From an optimization exercise on the open Yosys and OpenROAD flow, aimed at small area, a short achievable clock period and few clock cycles per item; shortcuts taken in it are not production practice.
Only simulation tests tie the RTL to the original design; equivalence was not proved.
Power figures rest on the tool's default switching activity, not on a simulated workload.

File: design/flow/config.mk
export PLATFORM = sky130hd
export DESIGN_NAME = stable_record_sorter
export DESIGN_NICKNAME = stable_record_sorter
export VERILOG_FILES = /design/flow/design.v
export SDC_FILE = /design/flow/constraint.sdc
export NUM_CORES = 4
export LEC_CHECK = 0
export CAP_MARGIN = 20
export CORE_MARGIN = 2
export CORE_UTILIZATION = 40
export SETUP_SLACK_MARGIN = 5
export SLEW_MARGIN = 20
File: design/flow/constraint.sdc
create_clock -name core_clock -period 8.0 [get_ports {clk}]
set_input_delay 1.6000 -clock core_clock [delete_from_list [all_inputs] [get_ports {clk}]]
set_output_delay 1.6000 -clock core_clock [all_outputs]
set_load 0.01 [all_outputs]
File: design/flow/design.v
`default_nettype none
package srs_pkg;
	localparam int MAX_RECORDS = 64;
	localparam int CNT_W       = $clog2(MAX_RECORDS + 1);
	localparam int IDX_W       = $clog2(MAX_RECORDS);
	localparam int ID_W    = 34;
	localparam int SCORE_W = 7;
	localparam int AGE_W   = 7;
	localparam int REC_W = ID_W + SCORE_W + AGE_W;
endpackage
`default_nettype wire
`default_nettype none
module srs_ram #(
	parameter int N = 64,
	parameter int W = 48,
	parameter int SLO = 7,
	parameter int SW = 7
) (
	input  wire logic         clk,
	input  wire logic         arst_n,
	input  wire logic [SW-1:0] ys,
	input  wire logic         ins,
	input  wire logic         close,
	input  wire logic         cov,
	input  wire logic [W-1:0] x,
	input  wire logic         drain,
	output      logic         head_ready,
	output      logic [W-1:0] head,
	output      logic         head_last,
	output      logic         head_ovf
);
	function automatic logic gt(input logic [SW-1:0] a, input logic [SW-1:0] b);
		gt = 1'b0;
		for (int k = 0; k < SW; k++) begin
			gt = (a[k] && !b[k]) || ((a[k] || !b[k]) && gt);
		end
	endfunction
	logic [W-1:0] d_q [N];
	logic [N-1:0] v_q, c_q, l_q;
	logic         ovf_q;   
	logic [N-1:0] e_q;     
	logic [N-1:0] gy;      
	logic         gyx;     
	logic [N:0]   h;       
	logic [N:0]   vn;      
	assign gyx = gt(x[SLO +: SW], ys);
	for (genvar i = 0; i < N; i++) begin : g_h
		assign h[i]  = ins && e_q[i];
		assign gy[i] = gt(d_q[i][SLO +: SW], ys);
	end
	assign h[N] = ins;
	assign vn[N] = 1'b0;
	for (genvar i = 0; i < N; i++) begin : g_cell
		logic hl, sl, sx, sr, sh;
		logic [W-1:0] dl, dr;
		logic cl, cr, ll, lr, vl, vr, gl, gr;
		logic c_s, l_s, g_s, c_n;
		if (i == 0) begin : g_first
			assign hl = 1'b0;
			assign dl = '0; assign cl = 1'b0; assign ll = 1'b0; assign vl = 1'b0;
			assign gl = 1'b0;
		end else begin : g_mid
			assign hl = h[i-1];
			assign dl = d_q[i-1]; assign cl = c_q[i-1]; assign ll = l_q[i-1];
			assign vl = v_q[i-1]; assign gl = gy[i-1];
		end
		if (i == N-1) begin : g_last
			assign dr = '0; assign cr = 1'b0; assign lr = 1'b0; assign vr = 1'b0;
			assign gr = 1'b0;
		end else begin : g_inner
			assign dr = d_q[i+1]; assign cr = c_q[i+1]; assign lr = l_q[i+1];
			assign vr = v_q[i+1]; assign gr = gy[i+1];
		end
		assign sl = !drain && h[i] && hl;
		assign sx = (!drain && h[i] && !hl) || (drain && h[i+1] && !h[i]);
		assign sr = drain && !h[i+1];
		assign sh = !(sl || sx || sr);
		assign vn[i] = (sl && vl) || sx || (sr && vr) || (sh && v_q[i]);
		assign c_s   = (sl && cl) || (sr && cr) || (sh && c_q[i]);
		assign l_s   = (sl && ll) || (sr && lr) || (sh && l_q[i]);
		assign g_s   = (sl && gl) || (sx && gyx) || (sr && gr) || (sh && gy[i]);
		assign c_n   = c_s || (close && vn[i]);
		always_ff @(posedge clk or negedge arst_n) begin
			if (!arst_n) begin
				v_q[i] <= 1'b0;
			end else begin
				v_q[i] <= vn[i];
			end
		end
		always_ff @(posedge clk) begin
			d_q[i] <= ({W{sl}} & dl) | ({W{sx}} & x) | ({W{sr}} & dr) | ({W{sh}} & d_q[i]);
			c_q[i] <= c_n;
			l_q[i] <= l_s || (close && vn[i] && !vn[i+1]);
			e_q[i] <= !vn[i] || (!c_n && g_s);
		end
	end
	always_ff @(posedge clk or negedge arst_n) begin
		if (!arst_n) begin
			ovf_q <= 1'b0;
		end else if (close && cov) begin
			ovf_q <= 1'b1;
		end else if (drain && l_q[0]) begin
			ovf_q <= 1'b0;
		end
	end
	assign head_ready = v_q[0] && c_q[0];
	assign head       = d_q[0];
	assign head_last  = l_q[0];
	assign head_ovf   = ovf_q;
endmodule
`default_nettype wire
`default_nettype none
module srs_ctrl (
	input  wire logic                        clk,
	input  wire logic                        arst_n,
	input  wire logic                        in_valid,
	output      logic                        in_ready,
	input  wire logic [srs_pkg::REC_W-1:0]   in_rec,
	input  wire logic                        in_is_last,
	input  wire logic                        drain,
	output      logic [srs_pkg::REC_W-1:0]   y_rec,
	output      logic                        x_ins,
	output      logic                        x_close,
	output      logic                        x_ovf,
	output      logic [srs_pkg::REC_W-1:0]   x_rec
);
	localparam int CW = srs_pkg::CNT_W;
	logic          ready_q;
	logic          yv_q, ykeep_q, ylast_q, yovf_q;
	logic          xv_q, xkeep_q, xlast_q, xovf_q;
	logic [CW-1:0] scnt_q;    
	logic          sdrop_q;   
	logic [CW-1:0] occ_q;     
	logic          acc, keep;
	logic [CW-1:0] occ_n0, occ_n1, scnt_n1;
	logic          sdrop_n1;
	assign acc  = in_valid && ready_q;
	assign keep = !scnt_q[CW-1];
	assign occ_n0   = occ_q - CW'(drain);
	assign occ_n1   = occ_q + CW'(keep) - CW'(drain);
	assign scnt_n1  = in_is_last ? '0 : scnt_q + CW'(keep);
	assign sdrop_n1 = !in_is_last && (sdrop_q || !keep);
	always_ff @(posedge clk or negedge arst_n) begin
		if (!arst_n) begin
			ready_q <= 1'b1;
			yv_q    <= 1'b0;
			xv_q    <= 1'b0;
			scnt_q  <= '0;
			sdrop_q <= 1'b0;
			occ_q   <= '0;
		end else begin
			yv_q <= acc;
			xv_q <= yv_q;
			if (acc) begin
				scnt_q  <= scnt_n1;
				sdrop_q <= sdrop_n1;
				occ_q   <= occ_n1;
				ready_q <= !occ_n1[CW-1] || scnt_n1[CW-1];
			end else begin
				occ_q   <= occ_n0;
				ready_q <= !occ_n0[CW-1] || scnt_q[CW-1];
			end
		end
	end
	always_ff @(posedge clk) begin
		y_rec   <= in_rec;
		ykeep_q <= keep;
		ylast_q <= in_is_last;
		yovf_q  <= sdrop_q || !keep;
		x_rec   <= y_rec;
		xkeep_q <= ykeep_q;
		xlast_q <= ylast_q;
		xovf_q  <= yovf_q;
	end
	assign in_ready = ready_q;
	assign x_ins    = xv_q && xkeep_q;
	assign x_close  = xv_q && xlast_q;
	assign x_ovf    = xovf_q;
endmodule
`default_nettype wire
`default_nettype none
module srs_dp #(
	parameter int W = 50
) (
	input  wire logic         clk,
	input  wire logic         arst_n,
	input  wire logic         head_ready,
	input  wire logic [W-1:0] head,
	output      logic         drain,
	input  wire logic         out_ready,
	output      logic         out_valid,
	output      logic [W-1:0] out_data
);
	logic         ov_q, sv_q;
	logic [W-1:0] od_q, sd_q;
	logic         ld;
	assign drain = head_ready && !sv_q;
	assign ld    = !ov_q || out_ready;
	always_ff @(posedge clk or negedge arst_n) begin
		if (!arst_n) begin
			ov_q <= 1'b0;
			sv_q <= 1'b0;
		end else begin
			if (ld) begin
				ov_q <= sv_q || drain;
				sv_q <= 1'b0;
			end else if (drain) begin
				sv_q <= 1'b1;
			end
		end
	end
	always_ff @(posedge clk) begin
		if (ld) begin
			od_q <= sv_q ? sd_q : head;
		end
		if (!sv_q) begin
			sd_q <= head;
		end
	end
	assign out_valid = ov_q;
	assign out_data  = od_q;
endmodule
`default_nettype wire
`default_nettype none
module stable_record_sorter (
	input  wire logic        clk,
	input  wire logic        arst_n,
	input  wire logic        in_valid,
	output      logic        in_ready,
	input  wire logic [33:0] in_record_id,
	input  wire logic [6:0]  in_score,
	input  wire logic [6:0]  in_age_value,
	input  wire logic        in_is_last,
	output      logic        out_valid,
	input  wire logic        out_ready,
	output      logic [33:0] out_id,
	output      logic [6:0]  out_score,
	output      logic [6:0]  out_age,
	output      logic        out_last,
	output      logic        out_overflow
);
	localparam int W = srs_pkg::REC_W;
	logic         drain, x_ins, x_close, x_ovf;
	logic [W-1:0] x_rec, y_rec;
	logic         head_ready, head_last, head_ovf;
	logic [W-1:0] head;
	logic [W+1:0] out_data;
	srs_ctrl u_ctrl (
		.clk        (clk),
		.arst_n     (arst_n),
		.in_valid   (in_valid),
		.in_ready   (in_ready),
		.in_rec     ({in_record_id, in_score, in_age_value}),
		.in_is_last (in_is_last),
		.drain      (drain),
		.y_rec      (y_rec),
		.x_ins      (x_ins),
		.x_close    (x_close),
		.x_ovf      (x_ovf),
		.x_rec      (x_rec)
	);
	srs_ram #(
		.N   (srs_pkg::MAX_RECORDS),
		.W   (W),
		.SLO (srs_pkg::AGE_W),
		.SW  (srs_pkg::SCORE_W)
	) u_store (
		.clk        (clk),
		.arst_n     (arst_n),
		.ys         (y_rec[srs_pkg::AGE_W +: srs_pkg::SCORE_W]),
		.ins        (x_ins),
		.close      (x_close),
		.cov        (x_ovf),
		.x          (x_rec),
		.drain      (drain),
		.head_ready (head_ready),
		.head       (head),
		.head_last  (head_last),
		.head_ovf   (head_ovf)
	);
	srs_dp #(
		.W (W + 2)
	) u_dp (
		.clk        (clk),
		.arst_n     (arst_n),
		.head_ready (head_ready),
		.head       ({head_ovf, head_last, head}),
		.drain      (drain),
		.out_ready  (out_ready),
		.out_valid  (out_valid),
		.out_data   (out_data)
	);
	assign out_overflow = out_data[W+1];
	assign out_last     = out_data[W];
	assign out_id       = out_data[W-1 -: 34];
	assign out_score    = out_data[13:7];
	assign out_age      = out_data[6:0];
endmodule
`default_nettype wire
File: design/flow/run.sh
#!/bin/bash
# synth_recipe.tcl (not shown) runs the flow's synth.tcl, then flattens the netlist and writes it again
# the make line also repeats each setting of config.mk as NAME=value (left out here)
make -C /OpenROAD-flow-scripts/flow DESIGN_CONFIG=/design/flow/config.mk WORK_HOME=/design/flow/orfs CLKGATE_MAP_FILE= SYNTH_SCRIPT=/design/flow/synth_recipe.tcl finish
==> run notes <==
* Status: timing/DRC/antenna clean
* Hold path start: u_ctrl.y_rec[15]$_DFF_P_
* Vias in the first global route at 132000
* Worst R2R End: u_store.e_q[43]$_DFF_P_
* Worst slew pin tran at 1.19 ns
* Top cells by area, synth: dfxtp_1, a22oi_1, nand2_1, a222oi_1, clkbuf_1
* CP peak stage delay at 0.88 ns
* Layout cell share with drive strength beyond 1 at 9.55%
* H-tree levels at 5
* Setup TNS at 0 ns
* Async set-or-reset flop fraction in the synthesized netlist at 2.39%
* Synthesis-stage register bit count at 3551
* VDD IR max at 0.000175 V
* Worst-Skew Late Latency at 1.01 ns
* Final Hold Fails at 0
* Final Total Pwr at 0.0374 W
* Most common cell after layout, fill and taps aside: nand2_1
* DRC at 0
* EDFF count, synth at 50
* R2r startpoint: u_ctrl.y_rec[7]$_DFF_P_
* Main synth FF type: dfxtp_1
* Synth Area per Inst at 8.93 um^2
* Type of the worst min-delay path: flip-flop to flip-flop
* Drt first pass iters at 11
* Final Cell Area at 173000 um^2
* First-pass GRT wire length at 923000 um
* FF-to-FF path depth at 10
* Synth unique cells at 89
* Setup Viol. Count Final at 0
* Core Rows at 226
* Gr usage total at 31.1%
* Reg2Reg Setup Slack at 5.00 ns
* Core area at 378000 um^2
* DR vias at 146000
* Max Cap Viol at 0
* Buffers on Ports at 104
* Leak at 71.3 nW
* Cells after synthesis at 17000
* Die area at 384000 um^2
* Final Max Slew Viols at 0
* Buffers plus inverters on the worst setup path at 1
* DRT antenna net count at 0
* Largest net degree at the start of global routing at 65
* Syn nets at 17100
* Gpl congestion at 0.930
* Nets at 16100
* Yosys synthesis warning count at 4
* Starting Density at 40.1%
* CTS sink count at 3551
* Hold path cells at 0
* Grt ovf at 0
* Initial antenna violation count at 19
* Most frequent cells in the layout: nand2_1, dfxtp_1, a22oi_1
* Share of the synthesized area in the top cell type at 45.1%
* Layout Skew at 0.0930 ns
* TritonCTS clock tree: yes
* I/O pins at 105
* Worst EP required at 6.40 ns
* CP delay by family, top: flip-flops
* Worst setup SP type: flip-flop
* P&R area growth vs syn at 13.8%
* Worst Hold Path EP: u_ctrl.x_rec[15]$_DFF_P_
* Clock Path Buffers at 4
* Leading area contributor after synthesis: dfxtp_1
* Root Buffer: clkbuf_16
* CP Capture Type: output port
* CP Cell Sequence: buf_2
* Hold slack at 0.322 ns
* Die height at 620 um
* Slew HR at 21.0%
* Crit path DAT at 2.15 ns
* Post-DP HPWL at 390000 um
* Hold buffers post-CTS at 0
* Setup CP Type: flip-flop to output port
* DR vias/cell at 6.82
* Die width at 620 um
* Max Freq at 266 MHz
* Placed cell areas at 156000 um^2
* Clock transition at path regs at 0.06 ns
* Final Cycle Share at 46.9%
* WL per Instance at 29.7 um
* Detailed Route WL at 636000 um
* RSZ-0062 raised after global routing: true
* Seq/Total Area, Yosys at 47.5%
* Final worst path period need at 3.75 ns
* CP max FO at 1
* Pwr dens at 217 nW/um^2
* Starting DRT DRC Count at 29000
* Cts bufs inserted at 389
* CP max-delay cell: edfxtp_1
* Cell area after synthesis at 152000 um^2
-- cell usage after synthesis, types with 24 or more instances --
library cell  instances
nand2_1            4550
dfxtp_1            3416
a22oi_1            2590
clkbuf_1           1594
a222oi_1           1482
a22o_1              403
a221o_1             398
a21oi_1             282
o21ai_0             216
buf_2               203
inv_1               195
nor2_1              191
a221oi_1            104
nor2b_1             104
maj3_1              103
buf_1                95
nand3_1              87
dfrtp_1              84
and3_1               82
o21ai_1              59
nand2b_1             54
o22ai_1              54
edfxtp_1             50
mux2_2               49
o221ai_1             43
o211ai_1             36
a21o_1               34
nor3b_1              30
nand3b_1             28
maj3_2               27
nor4b_1              26
o2bb2ai_1            24
-- layer usage --
metal  global-route usage, %  vias to the layer above  share of wire (%)
li1                        -                    63500                  -
met5                  0.0631                        -              0.031
met4                    15.0                        6                5.1
met3                    7.06                     1379                 12
met2                    44.2                     9530                 41
met1                    44.0                    71500                 42
-- logic make-up (layout without fill, tap and decap cells) --
family          after synthesis  count (layout)  synth area share (%)
compound gates             5906            5912                  31.9
simple gates               5215            5222                  13.7
flops                      3551            3551                  47.5
buf+inv                    2116            1472                  5.47
fa+ha+maj                   145             145                  1.01
mux                          51              51                 0.377
xor+xnor                     13              13                0.0750
other cells                   0              16                     0
-- through the flow --
| step | cells | utilization, % | setup WS [ns] |
|---|---|---|---|
| detailed placement | 20500 | 41.3 | 3.28 |
| CTS | 21300 | 45.3 | 4.22 |
| global route | 21400 | 45.6 | 4.25 |
| finish | 21400 | 45.6 | 4.25 |
| global placement | 20500 | 41.3 | 3.35 |
| floorplan | 17000 | - | 4.86 |
-- power by group --
| group | internal, W | total [W] | switching (W) |
|---|---|---|---|
| combinational | 0.000146 | 0.000673 | 0.000527 |
| clock | 0.0109 | 0.0188 | 0.00784 |
| sequential | 0.0177 | 0.0180 | 0.000231 |
| total | 0.0288 | 0.0374 | 0.00860 |
-- final cells by class --
cell class | count | area (um^2)
diodes | 16 | 40.0
clock buffers | 583 | 11600
clock inverters | 136 | 1640
fillers | 36100 | 206000
inverters | 200 | 842
multi-input cells | 11300 | 73800
flip-flops and latches | 3551 | 72200
well taps | 5016 | 6280
repair buffers | 550 | 6170
repair inverters | 3 | 48.8
-- worst max-delay path by stage --
stage | to | cells past startpoint | startpoint | slack, ns
after detailed placement | u_store.e_q[48]$_DFF_P_ | 11 | u_store.v_q[0]$_DFF_PN0_ | 3.28
final | out_age[1] | 1 | u_dp.od_q[1]$_DFFE_PN_ | 4.25
after floorplan | u_ctrl.occ_q[6]$_DFF_PN0_ | 20 | u_dp.sv_q$_DFFE_PN0P_ | 4.86
after CTS | out_age[1] | 1 | u_dp.od_q[1]$_DFFE_PN_ | 4.22
after global placement | u_store.e_q[48]$_DFF_P_ | 11 | u_store.v_q[0]$_DFF_PN0_ | 3.35
after global routing | out_age[1] | 1 | u_dp.od_q[1]$_DFFE_PN_ | 4.25
-- registers in the layout, indices dropped and copies added, names as in the netlist, 7 cells and up --
name / cells
u_store.c_q: 64
u_ctrl.x_rec: 48
u_store.l_q: 64
u_store.v_q: 64
u_ctrl.y_rec: 48
u_store.e_q: 64
u_ctrl.occ_q: 7
u_dp.sd_q: 50
u_store.d_q: 3072
u_ctrl.scnt_q: 7
u_dp.od_q: 50
-- what timing repair did --
item,4_1_cts,5_1_grt
pin swaps,17,18
gates cloned,34,11
buffers inserted,49,33
endpoints found under the setup margin,3278,290
resized for setup,472,118
Testbench counts, summed over its fixed seeds: cycles 2,062, items 1,823.

==> static timing again, ports no longer ideal <==
No port has a modelled driver above. Below, the same layout with a new extraction and two added sets of constraints. Step 1 sets driving cells, clkbuf_16 on the clock port and buf_2 on the other inputs (assumed; they add their load-dependent delay and slew). Step 2 times the ports against the registers' clock, not the clock port: input delays grow and output delays shrink by t, the midpoint of the rising clock arrivals with the driver on. a / b / c = ideal / step 1 / step 2; a / b = the first two.
t (ns): 1.081
setup slack, ns: 4.246 / 4.125 / 4.373
clock arrival spread, ns: 0.093 / 0.093
worst slew at a driven data input, ns: 0.07
After both steps setup and hold are still met in this run. For this run, drivers alone change the setup slack by -0.121 ns; drivers and shift together by +0.127 ns.
